Context: an optimization exercise on an open-source flow, tuned for small area and a short achievable clock period. The choices shown serve that exercise and are no tape-out recipe.
Function was checked by simulation only, so behaviour that the tests miss may differ from the original.
Power and IR drop assume default switching activity.

`flow/constraint.sdc`:
```
create_clock -name core_clock -period 6.5 [get_ports {clk}]
set_input_delay 1.3000 -clock core_clock [delete_from_list [all_inputs] [get_ports {clk}]]
set_output_delay 1.3000 -clock core_clock [all_outputs]
set_load 0.01 [all_outputs]
```
`flow/config.mk`:
```
export PLATFORM = sky130hd
export DESIGN_NAME = regfile_sb
export DESIGN_NICKNAME = regfile_sb
export VERILOG_FILES = /design/flow/design.v
export SDC_FILE = /design/flow/constraint.sdc
export NUM_CORES = 4
export LEC_CHECK = 0
export CAP_MARGIN = 20
export CORE_MARGIN = 2
export CORE_UTILIZATION = 40
export SETUP_SLACK_MARGIN = 2.6
export SLEW_MARGIN = 20
export SYNTH_HIERARCHICAL = 1
```
`flow/run.sh`:
```
#!/bin/bash
# synth_recipe.tcl (not shown) runs the flow's synth.tcl, then flattens the netlist and writes it again
# the make line also repeats each setting of config.mk as NAME=value (left out here)
make -C /OpenROAD-flow-scripts/flow DESIGN_CONFIG=/design/flow/config.mk WORK_HOME=/design/flow/orfs CLKGATE_MAP_FILE= SYNTH_SCRIPT=/design/flow/synth_recipe.tcl finish
```
`flow/design.v`:
```
package regfile_pkg;
   typedef enum logic {
      CLEAR = 1'b0,
      RUN   = 1'b1
   } state_e;
   localparam int                    DEF_DATA_W  = 32;
   localparam int                    DEF_NREGS   = 32;
   localparam int                    DEF_SP_REG  = 29;
   localparam logic [DEF_DATA_W-1:0] DEF_SP_INIT = 32'h0000_2FFC;
   function automatic int aw_of(input int nregs);
      aw_of = (nregs <= 1) ? 1 : $clog2(nregs);
   endfunction
endpackage
module regfile_sb_aoi222 (
   input  logic a0, b0, a1, b1, a2, b2,
   output logic y
);
   assign y = !((a0 && b0) || (a1 && b1) || (a2 && b2));
endmodule
module regfile_sb_aoi22 (
   input  logic a0, b0, a1, b1,
   output logic y
);
   assign y = !((a0 && b0) || (a1 && b1));
endmodule
module regfile_sb_nand2 (
   input  logic a0, b0,
   output logic y
);
   assign y = !(a0 && b0);
endmodule
module regfile_sb_nand11 (
   input  logic [10:0] x,
   output logic        y
);
   assign y = !(&x);
endmodule
module regfile_sb_mux32 (
   input  logic [31:0] s,
   input  logic [31:0] d,
   output logic        y
);
   logic [10:0] g;
   for (genvar k = 0; k < 10; k++) begin : g_aoi
      regfile_sb_aoi222 u_aoi (
         .a0(s[3*k]),   .b0(d[3*k]),
         .a1(s[3*k+1]), .b1(d[3*k+1]),
         .a2(s[3*k+2]), .b2(d[3*k+2]),
         .y (g[k])
      );
   end
   regfile_sb_aoi22 u_last (.a0(s[30]), .b0(d[30]), .a1(s[31]), .b1(d[31]), .y(g[10]));
   regfile_sb_nand11 u_or (.x(g), .y(y));
endmodule
module regfile_sb_mux31 (
   input  logic [30:0] s,
   input  logic [30:0] d,
   output logic        y
);
   logic [10:0] g;
   for (genvar k = 0; k < 10; k++) begin : g_aoi
      regfile_sb_aoi222 u_aoi (
         .a0(s[3*k]),   .b0(d[3*k]),
         .a1(s[3*k+1]), .b1(d[3*k+1]),
         .a2(s[3*k+2]), .b2(d[3*k+2]),
         .y (g[k])
      );
   end
   regfile_sb_nand2 u_last (.a0(s[30]), .b0(d[30]), .y(g[10]));
   regfile_sb_nand11 u_or (.x(g), .y(y));
endmodule
module regfile_sb_rdport (
   input  logic [31:1]       sel,
   input  logic [31:1][31:0] rh_data,
   input  logic              byp,
   input  logic [31:0]       wr_data,
   output logic [31:0]       data
);
   for (genvar b = 0; b < 32; b++) begin : g_bit
      logic [31:0] d;
      for (genvar r = 1; r < 32; r++) begin : g_r
         assign d[r-1] = rh_data[r][b];
      end
      assign d[31] = wr_data[b];
      regfile_sb_mux32 u_mux (.s({byp, sel}), .d(d), .y(data[b]));
   end
endmodule
module regfile_sb_dbgport (
   input  logic [31:1]       sel,
   input  logic [31:1][31:0] rh_data,
   output logic [31:0]       data
);
   for (genvar b = 0; b < 32; b++) begin : g_bit
      logic [30:0] d;
      for (genvar r = 1; r < 32; r++) begin : g_r
         assign d[r-1] = rh_data[r][b];
      end
      regfile_sb_mux31 u_mux (.s(sel), .d(d), .y(data[b]));
   end
endmodule
module regfile_sb
#(
   parameter int                DATA_W   = regfile_pkg::DEF_DATA_W,
   parameter int                NREGS    = regfile_pkg::DEF_NREGS,
   parameter int                NRD      = 2,
   parameter bit                ZERO_REG = 1'b1,
   parameter int                SP_REG   = regfile_pkg::DEF_SP_REG,
   parameter logic [DATA_W-1:0] SP_INIT  = DATA_W'(regfile_pkg::DEF_SP_INIT),
   localparam int               AW       = regfile_pkg::aw_of(NREGS)
) (
   input  logic                  clk,
   input  logic                  rst_n,
   output logic                  ready,
   input  logic [NRD*AW-1:0]     rd_addr,
   output logic [NRD*DATA_W-1:0] rd_data,
   output logic [NRD-1:0]        rd_busy,
   input  logic                  wr_en,
   input  logic [AW-1:0]         wr_addr,
   input  logic [DATA_W-1:0]     wr_data,
   input  logic                  iss_en,
   input  logic [AW-1:0]         iss_addr,
   input  logic [AW-1:0]         dbg_addr,
   output logic [DATA_W-1:0]     dbg_data
);
   logic                         run_q;
   logic [AW-1:0]                ptr_q;
   logic [NREGS-1:1]             busy_q;
   logic [NREGS-1:1][DATA_W-1:0] rh_q;
   logic [DATA_W-1:0]            dbg_data_q;
   logic [NREGS-1:1]             wr_hit;    
   logic [NREGS-1:1]             iss_hit;
   logic [NREGS-1:1]             dbg_sel;
   logic [DATA_W-1:0]            dbg_data_d;
   assign ready    = run_q;
   assign dbg_data = dbg_data_q;
   for (genvar r = 1; r < NREGS; r++) begin : g_dec
      assign wr_hit[r]  = wr_en && (wr_addr == AW'(r));
      assign iss_hit[r] = iss_en && (iss_addr == AW'(r));
      assign dbg_sel[r] = rst_n && run_q && (dbg_addr == AW'(r));
   end
   always_ff @(posedge clk) begin
      if (!rst_n) begin
         run_q <= 1'b0;
         ptr_q <= '0;
      end else begin
         ptr_q <= ptr_q + AW'(1);
         if (ptr_q == AW'(NREGS - 1)) run_q <= 1'b1;
      end
   end
   for (genvar r = 1; r < NREGS; r++) begin : g_reg
      localparam logic [DATA_W-1:0] INIT = (r == SP_REG) ? SP_INIT : '0;
      always_ff @(posedge clk) begin
         if (!run_q || wr_hit[r]) begin
            rh_q[r] <= run_q ? wr_data : INIT;
         end
      end
   end
   always_ff @(posedge clk) begin
      busy_q <= {(NREGS-1){rst_n && run_q}} & (iss_hit | (busy_q & ~wr_hit));
   end
   regfile_sb_dbgport u_dbgport (
      .sel     (dbg_sel),
      .rh_data (rh_q),
      .data    (dbg_data_d)
   );
   always_ff @(posedge clk) begin
      dbg_data_q <= dbg_data_d;
   end
   for (genvar i = 0; i < NRD; i++) begin : g_rd
      logic [AW-1:0]    addr;
      logic [NREGS-1:1] sel;
      logic             byp;
      assign addr = rd_addr[i*AW +: AW];
      assign byp  = run_q && wr_en && (wr_addr == addr) && (addr != '0);
      for (genvar r = 1; r < NREGS; r++) begin : g_sel
         assign sel[r] = run_q && (addr == AW'(r)) && !wr_hit[r];
      end
      assign rd_busy[i] = !run_q || |(sel & busy_q);
      regfile_sb_rdport u_rdport (
         .sel     (sel),
         .rh_data (rh_q),
         .byp     (byp),
         .wr_data (wr_data),
         .data    (rd_data[i*DATA_W +: DATA_W])
      );
   end
endmodule
```
==> results by group <==
Run status
  – Status: finished clean

Global routing
  – First-pass GRT wire length: 332 mm
  – Total gr overflow: 0
  – Pin count of the biggest net entering global routing: 62
  – All-Layer GR Usage: 0.395
  – Number of global-route vias before repair: 41500
  – Initial antenna violation count: 14

Logic synthesis
  – Top_reg_cell synth: edfxtp_1
  – Ys Warns: 7
  – #FFs+latches synth: 1061
  – Top cells by area, synth: edfxtp_1 (63%), a222oi_1 (20%), nand4_1 (2.9%)
  – Post-Syn Nets: 3135
  – Commonest cells post-synth: edfxtp_1 (992), a222oi_1 (960), nand4_1 (222)
  – Synth Cell Area: 0.0471 mm²
  – Most numerous cell in the Yosys netlist: edfxtp_1
  – Synth top area share: 0.632
  – Post-Synthesis Cells: 3072
  – Post-synth EDFFs: 992
  – Part of the Yosys area used for sequential elements: 0.662
  – Mapped Avg Cell Area: 15.3 µm²
  – Leading area contributor after synthesis: edfxtp_1
  – Asr flop ratio synth: 0
  – Synth cell types: 56

Pwr
  – Power per cell area: 227 mW/mm²
  – Comb power frac: 0.017
  – Static leakage: 0.0220 µW
  – Switching Share: 0.212
  – Worst VDD drop: 0.223 mV
  – Seq pwr share: 0.527
  – Clock share of power: 0.456
  – Internal: 11000 µW
  – Total net switching power: 2960 µW

Floorplanning
  – Top Ports: 160
  – Initial Utilization: 0.404
  – Core box area: 0.117 mm²
  – Cell row count: 125
  – Die Ht: 347 µm
  – Die footprint: 0.121 mm²
  – Die Width: 347 µm

Clock tree
  – CTS tree: done
  – Root Buffer: clkbuf_16
  – CTS max path bufs: 3
  – Insertion delay to the later sink of the worst-skew pair: 750 ps
  – H-tree lvl count: 3
  – CTS Hold Bufs: 0
  – Num Clock Sinks: 1061
  – Worst-path clk slew: 60 ps
  – Num CTS Buffers: 113

Routing
  – Antenna viol nets, final: 0
  – Drt pass-1 iters: 28
  – Vias: 45200
  – Final wirelength: 251 mm
  – DR vias/cell: 8.38
  – Avg WL per Cell: 46.6 µm
  – Starting DRT DRC Count: 15100
  – DRC: 0

Run
  – Maxcap violations: 0

Placement
  – Dpl ws: -11.4 ps
  – Routability cong.: 1.03
  – Detailed placement HPWL: 148 mm
  – Input/output buffers: 159
  – Placed inst area: 0.0546 mm²

Worst setup path
  – Crit path launch type: primary input
  – CP max stage delay: 600 ps
  – Critical Path Sink Type: output port
  – CP max stage cell: nand4_1
  – Crit path cell chain: buf_8 -> buf_8 -> nor4b_4 -> nand2_2 -> and3_4 -> buf_12 -> buf_16 -> a222oi_1 -> nand4_1 -> or3_4 -> buf_6
  – Most frequent cell on the critical path: buf_8
  – R2r startpoint: run_q
  – Critical path data required time: 5200 ps
  – CP Max Fanout: 6
  – Worst path bufs/invs: 5
  – Crit path kind: in2out
  – Worst setup path start: wr_addr[2]
  – CP delay by family, top: simple AND/OR/NAND/NOR gates
  – CP arrival: 4160 ps

Timing
  – Maximum clock frequency: 183 MHz
  – Final Critical Period: 5460 ps
  – Slew HR: 0.125
  – Share of the clock period used by the worst path: 0.841
  – RSZ-0062 raised after global routing: yes
  – Setup violations, final: 0
  – Final hold violations: 0
  – Clock Skew: 37.7 ps
  – Max Slew Vio Count: 0
  – Slack of the critical path: 1040 ps
  – Actual slew at the worst max-slew pin: 1310 ps

Finish
  – # nets final: 3830
  – Layout cells sized above 1: 0.275
  – Filler instances: 9537
  – P&R area growth vs syn: 30.3%
  – Final Cell Area: 0.0614 mm²
  – Layout Utilization: 0.527

Hold path
  – Beginning of the worst hold path: ptr_q[0]
  – Worst hold path class: reg2reg
flip-flops by register name (all words and copies together), names as in the netlist:
register,count
busy_q,31
dbg_data_q,32
ptr_q,5
rh_q,992
run_q,1
modules after synthesis, one instance, submodules excluded, a selection:
module,area (µm²),copies in the design,flops+latches
regfile_sb_aoi222,10.0,960,0
regfile_sb_aoi22,12.5,64,0
regfile_sb,34300,1,1061
regfile_sb_nand2,3.75,32,0
regfile_sb_nand11,23.8,96,0
power groups by stage:
stage | Combinational [µW] | Clock, µW | Sequential [µW]
after floorplan | 67.8 | 0 | 7500
after global placement | 189 | 0 | 7500
after detailed placement | 189 | 0 | 7500
after CTS | 218 | 6330 | 7350
after global routing | 244 | 6590 | 7350
final | 241 | 6360 | 7350
metal layers:
layer / wire [µm] / global-route usage / up-vias / share of wire
met5: 200 / 0 / - / 0.00080
met4: 22000 / 0.249 / 18 / 0.088
met3: 49700 / 0.181 / 1246 / 0.20
met2: 98700 / 0.548 / 5513 / 0.39
met1: 80600 / 0.496 / 21800 / 0.32
li1: - / - / 16700 / -
metrics by stage:
step	std cells	power, µW	hold slack (ps)	TNS (ps)
5_1_grt	5386	14200	486	0
6_report	5397	14000	449	0
3_3_place_gp	4985	7690	438	0
4_1_cts	5317	13900	452	0
3_5_place_dp	4985	7690	443	-11.4
2_1_floorplan	3072	7570	421	0
cell usage in the layout, fill, tap and decap left out, types with 13 or more instances in the layout:
| master | n |
|---|---|
| or3_4 | 64 |
| clkdlybuf4s50_1 | 77 |
| o21ai_0 | 13 |
| clkbuf_1 | 24 |
| nand2b_1 | 17 |
| edfxtp_1 | 992 |
| o21ai_4 | 13 |
| buf_12 | 104 |
| clkinv_1 | 30 |
| and2_1 | 47 |
| nand4_1 | 222 |
| and3_4 | 24 |
| a21oi_1 | 19 |
| clkbuf_16 | 121 |
| a222oi_1 | 960 |
| dfxtp_1 | 68 |
| nand2_1 | 76 |
| buf_8 | 13 |
| nand2_2 | 34 |
| nor2_1 | 32 |
| buf_4 | 275 |
| buf_16 | 16 |
| buf_6 | 111 |
| a22oi_2 | 64 |
| nor2_4 | 55 |
| or3_1 | 34 |
| a22oi_1 | 14 |
| clkinv_2 | 19 |
| nand3_1 | 105 |
| and2_2 | 13 |
layout make-up:
class,count,area [µm²],area share
Multi-Input combinational cell,1961,17500,0.285
Sequential cell,1061,31200,0.508
Clock buffer,142,3010,0.0490
Clock inverter,68,559,0.00911
Tap cell,1524,1910,0.0311
Antenna cell,11,27.5,0.000448
Timing Repair Buffer,629,7230,0.118
Inverter,1,3.75,0.0000612
final timing paths:
kind | end | slack [ps] | depth (start not counted)
max reg2reg | dbg_data_q[20] | 2710 | 10
max | rd_data[13] | 1040 | 11
min reg2reg | ptr_q[0] | 450 | 1
min | ptr_q[0] | 450 | 1
cell families after synthesis:
kind of cell               synth area share
and+or+nand+nor                      0.0969
xor gates and xnor gates            0.00186
muxes                              0.000212
adders and majority gates          0.000531
DFF                                   0.662
buffers and inverters               0.00483
AOI/OAI and AO/OA                     0.234
timing repair:
item,4_1_cts,5_1_grt
pin swaps,302,187
gates cloned,24,7
gates resized for setup,505,139
endpoints found under the setup margin,98,98
setup buffers,98,59

## afterwards: timing with drivers on the ports
In the flow no input, the clock included, has a driving cell. The finished layout below was timed again as built, in two steps.
Step 1: set_driving_cell puts a clkbuf_16 on clk and a buf_2 on each other input, an assumption about the parent block.
Step 2 times the ports against the registers' clock, not the clock port: input delays grow and output delays shrink by t, the midpoint of the rising clock arrivals with the driver on.
Three values: ideal, step 1, step 2; two values: the first two.
t (ns): 0.811
slack for setup (ns): 1.036 / 0.995 / 0.995
worst hold slack (ns): 0.449 / 0.449 / 0.449
worst slew at a driven data input, ns: 0.18
After both steps this run still meets setup and hold. For this run, drivers alone change the setup slack by -0.041 ns; drivers and shift together by -0.041 ns.
